What follows belongs to an exercise in optimizing a design on an open flow for small area and a short achievable clock period; a production flow would make more cautious choices.
The RTL was checked by simulation tests, not by an equivalence proof against the original design.

## flow/design.v (module list and top-level ports; edited modules follow where they fit)
// module fpu_add_path: 122 lines
// module fpu_fa: 4 lines
// module fpu_mult_path: 1175 lines
// module fpu_top: 244 lines
module fpu_top
(
   input  logic        Clk_CI,
   input  logic        Rst_RBI,
   input  logic        enable,
   input  logic [31:0] operand_a,
   input  logic [31:0] operand_b,
   input  logic [1:0]  op,
   output logic [31:0] result,
   output logic        valid,
   output logic        of,
   output logic        uf,
   output logic        zero,
   output logic        ix,
   output logic        iv,
   output logic        inf
);
  // ...
==> flow/flow/run.sh <==
#!/bin/bash
# The standard layout (standard.sh) with two changes in how it is made:
#  - ports are buffered with buf_2 rather than the default port buffer;
#  - timing repair aims past the clock period: repair_timing's setup margin is
#    raised so that the resizer also works on paths that already meet it.
# The constraints (constraint.sdc, the clock period) are not changed.
set -o pipefail
export BUFFER_PORTS_ARGS="-buffer_cell sky130_fd_sc_hd__buf_2"
export SETUP_SLACK_MARGIN=12
bash standard.sh > standard.log 2>&1
==> flow/standard.sh <==
#!/bin/bash
# synth_recipe.tcl (not shown) runs the flow's synth.tcl, then flattens the netlist and writes it again
# the make line also repeats each setting of config.mk as NAME=value (left out here)
make -C /OpenROAD-flow-scripts/flow DESIGN_CONFIG=/design/flow/config.mk WORK_HOME=/design/flow/orfs CLKGATE_MAP_FILE= SYNTH_SCRIPT=/design/flow/synth_recipe.tcl "${@:-finish}"
==> flow/config.mk <==
export PLATFORM = sky130hd
export DESIGN_NAME = fpu_top
export DESIGN_NICKNAME = fpu_top
export VERILOG_FILES = /design/flow/design.v
export SDC_FILE = /design/flow/constraint.sdc
export NUM_CORES = 4
export LEC_CHECK = 0
export ABC_AREA = 1
export CAP_MARGIN = 20
export CORE_MARGIN = 2
export CORE_UTILIZATION = 50
export PLACE_DENSITY = 0.72
export SLEW_MARGIN = 20
export SYNTH_HIERARCHICAL = 1
==> flow/constraint.sdc <==
create_clock -name core_clock -period 18.0 [get_ports {Clk_CI}]
set_input_delay 3.6000 -clock core_clock [delete_from_list [all_inputs] [get_ports {Clk_CI}]]
set_output_delay 3.6000 -clock core_clock [all_outputs]
set_load 0.01 [all_outputs]
==> flow_summary.ini, run 1 <==
[worst_setup_path]
worst_r2r_startpoint = ms1[9]
cp_num_cells = 25
cp-endpoint = c2
cp_slowest_cell = fa_2
start_kind = register
critPathMaxFanout = 7
reg2reg_to = c2
crit_family = adder cells
crit_arrival_ns = 6.45

[place]
dp_hpwl_um = 85400
gp_congestion = 1.044

[worst_hold_path]
worst_hold_path_type = reg -> reg

[final_layout]
fill_cells = 5929
drive_gt1_frac = 0.1403
sh_seq_area = 0.06915
inverters = 752
seq_area_um2 = 2435
diodes = 0

[run]
drv_cap = 0

[die]
placementRows = 91
tap_cells = 837

[yosys]
yosysMostFrequentCell = nand2_1
synth_top_area_frac = 0.1781
ys_async_sr_fraction = 0.01709
synth_simple_gate_area_frac = 0.2792
synth_top_family_by_area = simple AND/OR/NAND/NOR gates
synthCells = 4808

[routing]
met2_length_um = 48010
wl_um = 119400
drt_iter0_drc = 4600

[cts]
cts_resized = 147
cts_root_buffer = clkbuf_16
cts_buffer_depth = 2
cts_tree = done

[sta]
slew_viol_final = 0
layout_min_cycle_time_ns = 6.099
whs_ns = 0.3498

[global_routing]
grt_use_met2 = 0.5124
grt_max_degree = 72

[run_status]
status = no timing/DRC/antenna violations
==> run 2: changes to the inputs <==
--- a/flow/flow/run.sh
+++ b/flow/flow/run.sh
@@ -6,5 +6,5 @@
 # The constraints (constraint.sdc, the clock period) are not changed.
 set -o pipefail
 export BUFFER_PORTS_ARGS="-buffer_cell sky130_fd_sc_hd__buf_2"
-export SETUP_SLACK_MARGIN=12
+export SETUP_SLACK_MARGIN=12.5
 bash standard.sh > standard.log 2>&1
==> flow_summary.ini, run 2 <==
[sta]
max_slew_margin = 0.2075
whs_ns = 0.3479
fin_crit_sh = 0.3362
finalSetupViolations = 0
layout_min_cycle_time_ns = 6.052
final-hold-violation-count = 0
timing.fmax_ghz = 0.1652
fin_setup_tns_ns = 0
tightestPinTransition_ns = 1.180
clock_skew_ns = 0.01160
slew_viol_final = 0
rsz0062_at_grt = yes

[final_layout]
fin_area_um2 = 37570
seq_area_um2 = 2465
post_layout_nonfiller_instances = 5841
fill_cells = 5565
largest_register = t2
multi_input_area_um2 = 27470
finalNetCount = 5544
syn2layout_area_growth_pct = 20.24
top_regs = t2 x24, mb1 x23, ms1 x23
layout_common_cells = nand2_1 (1195), inv_1 (657), xor2_1 (329)
largest_reg_flops = 24
layout_commonest_cell = nand2_1
drive_gt1_frac = 0.1980

[yosys]
ys_seq_area_frac = 0.07529
yosysWarnings = 14
yosysTopAreaCell = fa_1
synth_seq_cells = 117
syn_avg_cell_area_um2 = 6.498
synth_common_cells = nand2_1 (1277), inv_1 (687), xor2_1 (343)
ys_async_sr_fraction = 0.01709
synth_area_um2 = 31240
synth_edf_count = 0
synthesis.nets = 5364
synth_compound_gate_area_share = 0.1514
synth_simple_gate_area_frac = 0.2792
synthAdderAreaFrac = 0.2618
synth_top_family_by_area = simple AND/OR/NAND/NOR gates
yosys.area_share.xor_xnor = 0.1068
synth_area_leaders = fa_1 (18%), nand2_1 (15%), xor2_1 (9.6%)
yosysMostFrequentCell = nand2_1
synth_top_area_frac = 0.1781
synthFlopType = dfxtp_1
synth_mux_area_frac = 0.001322
synthCells = 4808
synth_cell_types = 77

[die]
floorplan.initialDensity = 0.5063
fp.dieW_um = 254.0
die_area_um2 = 64500
placementRows = 91
die-height_um = 254.0
num_io_pins = 108
core_um2 = 61710

[run_status]
status = no timing/DRC/antenna violations

[worst_setup_path]
crit_top_cell = nand2_1
critPathRequiredTime_ns = 18.34
max_stage_delay_ns = 0.58
crit_arrival_ns = 6.39
critPathMaxFanout = 18
cp-end-kind = register
critPathKind = reg -> reg
start_kind = register
cp_slowest_cell = dfxtp_2

[global_routing]
grt_pass1_vias = 32640
antenna_found_initial = 7
grt_max_degree = 52
grt_pass1_wl_um = 183000
track_usage = 0.3663
gr-total-overflow = 0

[cts]
cts_root_buffer = clkbuf_16
clk_pin_slew_worst_paths_ns = 0.06
numCtsBuffers = 17
cts_sinks = 117
cts_tree = done
htreeDepth = 4
clk_latency_ns = 0.45
cts_buffer_depth = 2

[routing]
wire_per_inst_um = 21.68
via_per_inst = 6.103
wl_um = 126600
vias = 35650
drc_errors = 0
antenna_left = 0
drt_iter0_drc = 5678
detail_route.first_pass.iterations = 13

[place]
dp.cells = 5560
gp_congestion = 1.043
port-buffer-count = 107
dp_hpwl_um = 85260
dpl_cell_area_um2 = 31970

[worst_hold_path]
worst_hold_path_type = reg -> reg

[run]
drv_cap = 0
run 2: cell counts after synthesis:
No cell type changed its count.
run 2: kinds of logic (layout without fill, tap and decap cells):
| group | Yosys count | in the layout |
|---|---|---|
| xor gates and xnor gates | 381 | 381 |
| buffers and inverters | 955 | 1128 |
| AOI/OAI and AO/OA | 799 | 810 |
| muxes | 4 | 4 |
| other | 2 | 5 |
| and+or+nand+nor | 2063 | 2072 |
| adders and majority gates | 487 | 487 |
| DFF | 117 | 117 |
run 2: area by class of cell:
type / count / share of cell area
Inverter: 740 / 0.08147
Antenna cell: 3 / 0.0001998
Clock buffer: 21 / 0.01226
Clock inverter: 11 / 0.004630
Timing Repair Buffer: 344 / 0.07434
Tap cell: 837 / 0.02788
Timing Repair inverter: 12 / 0.002465
Sequential cell: 117 / 0.06561
Multi-Input combinational cell: 3756 / 0.7311
run 2: final timing paths:
| kind | from | slack (ns) | cells after the start | to |
|---|---|---|---|---|
| setup / recovery | shamt1[2] | 11.95 | 28 | c2 |
| hold / removal | v1 | 0.35 | 0 | v2 |
| setup reg to reg | shamt1[2] | 11.95 | 28 | c2 |
| hold reg to reg | v1 | 0.35 | 0 | v2 |
| max in group asynchronous | Rst_RBI | 14.99 | 1 | v1 |
| min in group asynchronous | Rst_RBI | 2.92 | 1 | v2 |
run 2: stage by stage:
step                      setup WS (ns)    util
after detailed placement          10.78  0.5180
after global routing              11.69  0.6087
after global placement            10.87  0.5179
final                             11.95  0.6087
after floorplan                   12.49       -
after CTS                         12.10  0.5786
run 2: worst max-delay path, delay by kind of cell, from the launching register on:
family                   cells  cell delay (ns)
AO/OA/AOI/OAI                7             1.81
XOR/XNOR                     1             0.17
adder cells (fa/ha/maj)      1             0.36
buffers and inverters        6             0.75
flip-flops                   1             0.58
AND/OR/NAND/NOR             13             2.24
run 2: Yosys stat by module (local to each module, per instance):
module / area, um2 / cells / times used
fpu_fa: 20.02 / 1 / 257
fpu_add_path: 10180 / 2076 / 1
fpu_mult_path: 8866 / 1434 / 1
fpu_top: 7051 / 1041 / 1
run 2: timing repair:
action,CTS,global route
resized for setup,477,291
buffers inserted,128,81
hold buffers,0,0
pin swaps,103,152
endpoints found under the hold margin,0,0
cloned,32,5
endpoints found under the setup margin,119,89
run 2: layer usage:
metal / routed length (um) / part of all wire / track usage
met3: 18420 / 0.15 / 0.1281
met2: 51390 / 0.41 / 0.5457
met4: 8963 / 0.071 / 0.1741
met5: 175 / 0.0014 / 0
met1: 47680 / 0.38 / 0.4717

afterwards: timing with drivers on the ports:
In the flow no input, the clock included, has a driving cell. The finished layouts below were timed again as built, in two steps. Step 1 (the two cells are an assumption about what drives the block):
set clk [get_ports {Clk_CI}]
set_driving_cell -lib_cell sky130_fd_sc_hd__clkbuf_16 $clk
set_driving_cell -lib_cell sky130_fd_sc_hd__buf_2 [delete_from_list [all_inputs] $clk]
Step 2 moves the port delays by t, midway between the first and last clock arrival at a register: inputs arrive t later, outputs are due t later. That takes back most of the time a late clock gives input paths. a / b / c = ideal ports / drivers / drivers and shift; a / b = the first two.
run | shift t [ns] | slack for setup (ns) | worst data-port slew with drivers (ns)
run 1 | 0.511 | 11.902 / 11.902 / 11.632 | 0.04
run 2 | 0.504 | 11.948 / 11.948 / 11.948 | 0.10
After both steps every run listed still meets setup and hold. For run 1, which loses most, drivers alone change the setup slack by 0.000 ns; drivers and shift together by -0.270 ns.
